Background: an optimization exercise with open tools, aiming at small area, a short achievable clock period and few clock cycles per item. Do not read the settings as production practice.
No activity file was given, so power comes from the tool's default toggle rates.

==> inputs of job 6303 <==
// cnn_top
module cnn_top (
	input  wire         clk,
	input  wire         reset_b,
	input  wire         run,
	output logic        busy,
	output logic [11:0] in_rd_addr,
	input  wire  [15:0] in_rd_data,
	output logic [11:0] weights_rd_addr,
	input  wire  [15:0] weights_rd_data,
	output logic [28:0] out_wr
);
clock: 10.0 ns
lec_check: 0
cap_margin: 20
core_margin: 2
core_utilization: 50
setup_slack_margin: 5
slew_margin: 20
synth_hierarchical: 1
run.sh (not shown) runs the stock make flow with config.mk's settings and CLKGATE_MAP_FILE= SYNTH_SCRIPT=/design/flow/synth_recipe.tcl, a recipe that flattens the netlist after the stock synthesis.
==> inputs of job 8555, as changes to job 6303 <==
--- a/flow/design.v
+++ b/flow/design.v
@@ -3079,15 +3079,15 @@
 	output logic        busy,
 	output logic [11:0] in_rd_addr,
 	input  wire  [15:0] in_rd_data,
 	output logic [11:0] weights_rd_addr,
 	input  wire  [15:0] weights_rd_data,
 	output logic [28:0] out_wr
 );
-	localparam int DRAIN_CYC = 4;
+	localparam int DRAIN_CYC = 5;
 	logic        st_sz0, st_sz1, st_first, st_fetch, st_drain;
 	logic [11:0] colptr;    
 	logic [11:0] cn;        
 	logic [5:0]  hw;        
 	logic [1:0]  r;         
 	logic        r3;        
 	logic [5:0]  mcnt;      
@@ -3271,34 +3271,41 @@
 		end else begin
 			s_first <= {s_first[0], trig_c};
 			s_done  <= {s_done[0], ex[3]};
 		end
 		s_last <= {s_last[0], exl[3]};
 	end
 	logic [18:0] sum;
-	logic [6:0]  clipped;
+	logic [6:0]  clipped, clip_q;
+	logic        c_first, c_done, c_last;
 	logic [6:0]  pool;
 	logic        res_valid, res_last;
 	assign sum = ra + rb;
 	always_comb begin
 		if (sum[18])
 			clipped = 7'd0;
 		else if (|sum[17:7])
 			clipped = 7'd127;
 		else
 			clipped = sum[6:0];
 	end
 	always_ff @(posedge clk) begin
-		if (!reset_b)
+		if (!reset_b) begin
+			c_first   <= 1'b0;
+			c_done    <= 1'b0;
 			res_valid <= 1'b0;
-		else
-			res_valid <= s_done[1];
-		res_last <= s_last[1];
-		if (s_first[1] || clipped > pool)
-			pool <= clipped;
+		end else begin
+			c_first   <= s_first[1];
+			c_done    <= s_done[1];
+			res_valid <= c_done;
+		end
+		c_last   <= s_last[1];
+		res_last <= c_last;
+		clip_q   <= clipped;
+		pool     <= (c_first || clip_q > pool) ? clip_q : pool;
 	end
 	logic        have_hi;
 	logic [11:0] oaddr, oa_int;
 	logic        wr_en, wr_int;
 	logic [6:0]  hi_q, lo_q;
 	assign out_wr = {wr_en, oaddr, 1'b0, hi_q, 1'b0, lo_q};
 	always_ff @(posedge clk) begin
- SLEW_MARGIN: 20 -> 70
==> inputs of job 200, as changes to job 6303 <==
--- a/flow/design.v
+++ b/flow/design.v
@@ -3079,15 +3079,15 @@
 	output logic        busy,
 	output logic [11:0] in_rd_addr,
 	input  wire  [15:0] in_rd_data,
 	output logic [11:0] weights_rd_addr,
 	input  wire  [15:0] weights_rd_data,
 	output logic [28:0] out_wr
 );
-	localparam int DRAIN_CYC = 4;
+	localparam int DRAIN_CYC = 5;
 	logic        st_sz0, st_sz1, st_first, st_fetch, st_drain;
 	logic [11:0] colptr;    
 	logic [11:0] cn;        
 	logic [5:0]  hw;        
 	logic [1:0]  r;         
 	logic        r3;        
 	logic [5:0]  mcnt;      
@@ -3271,34 +3271,41 @@
 		end else begin
 			s_first <= {s_first[0], trig_c};
 			s_done  <= {s_done[0], ex[3]};
 		end
 		s_last <= {s_last[0], exl[3]};
 	end
 	logic [18:0] sum;
-	logic [6:0]  clipped;
+	logic [6:0]  clipped, clip_q;
+	logic        c_first, c_done, c_last;
 	logic [6:0]  pool;
 	logic        res_valid, res_last;
 	assign sum = ra + rb;
 	always_comb begin
 		if (sum[18])
 			clipped = 7'd0;
 		else if (|sum[17:7])
 			clipped = 7'd127;
 		else
 			clipped = sum[6:0];
 	end
 	always_ff @(posedge clk) begin
-		if (!reset_b)
+		if (!reset_b) begin
+			c_first   <= 1'b0;
+			c_done    <= 1'b0;
 			res_valid <= 1'b0;
-		else
-			res_valid <= s_done[1];
-		res_last <= s_last[1];
-		if (s_first[1] || clipped > pool)
-			pool <= clipped;
+		end else begin
+			c_first   <= s_first[1];
+			c_done    <= s_done[1];
+			res_valid <= c_done;
+		end
+		c_last   <= s_last[1];
+		res_last <= c_last;
+		clip_q   <= clipped;
+		pool     <= (c_first || clip_q > pool) ? clip_q : pool;
 	end
 	logic        have_hi;
 	logic [11:0] oaddr, oa_int;
 	logic        wr_en, wr_int;
 	logic [6:0]  hi_q, lo_q;
 	assign out_wr = {wr_en, oaddr, 1'b0, hi_q, 1'b0, lo_q};
 	always_ff @(posedge clk) begin
- CAP_MARGIN: 20 -> 50
- SLEW_MARGIN: 20 -> 80
==> notes.md <==
| item | job 200 | job 6303 | job 8555 |
|---|---|---|---|
| Result of the run | finished clean | finished clean | finished clean |
| Start point of the critical path | kw[1][4] | u_eng.ra_q1 | kw[1][12] |
| Max Fanout on Critical Path | 4 | 8 | 4 |
| Multi-input combinational area share | 52.57% | 54.69% | 53.93% |
| Die H | 253.3 um | 252.3 um | 253.3 um |
| Top cell type's share of synthesized area | 35.11% | 35.38% | 35.11% |
| Maximum operating frequency | 228.2 MHz | 217.8 MHz | 243.8 MHz |
| Cell with the largest stage delay on the worst path | fa_1 | a41oi_1 | fa_1 |
| # placed instances | 3554 | 3351 | 3443 |
| CP Capture Point | u_eng.q52 | pool[0] | u_eng.q23 |
| Launching point of the worst reg2reg path | kw[1][4] | u_eng.ra_q1 | kw[1][12] |
| Unique masters post-synth | 68 | 63 | 68 |
| Count of multi-input combinational gates | 1853 | 1856 | 1853 |
| Clock latency on the worst-skew pair | 0.61 ns | 0.61 ns | 0.62 ns |
| Combinational group power | 3950 uW | 3840 uW | 3820 uW |
| Flops & latches, synth | 521 | 512 | 521 |
| Hold Worst Slack | 0.3221 ns | 0.3229 ns | 0.3256 ns |
| Average wire per standard cell | 24.67 um | 26.09 um | 25.04 um |
| Aggregate routed wire length | 90240 um | 89970 um | 88860 um |
| Layout clock buffers | 73 | 80 | 66 |
| Fraction of the mapped netlist area in adder cells | 37.77% | 38.06% | 37.77% |
| First-pass GRT wire length | 134500 um | 132600 um | 132400 um |
| FILL cells | 5091 | 5133 | 5199 |
| Clock network fraction of total power | 22.7% | 23.5% | 23.4% |
Function was not checked in any run of this note: the RTL went through the layout flow alone.

## afterwards: timing with drivers on the ports
Ports are ideal in the flow. The routed layouts listed here were re-timed in OpenROAD.
Step 1: set_driving_cell puts a clkbuf_16 on clk and a buf_2 on each other input, an assumption about the parent block.
Step 2 also shifts input and output timing later by t, the mid clock arrival at the registers, as if the neighbouring blocks saw the same clock.
Three values: no drivers, after step 1, after step 2; two values: the first two.
run | t, ns | slack for setup (ns) | worst data-port slew with drivers (ns)
job 6303 | 0.659 | 5.409 / 5.409 / 5.409 | 0.07
job 8555 | 0.665 | 5.899 / 5.899 / 5.899 | 0.08
job 200 | 0.661 | 5.617 / 5.617 / 5.617 | 0.08
After both steps setup and hold are still met in every run listed.
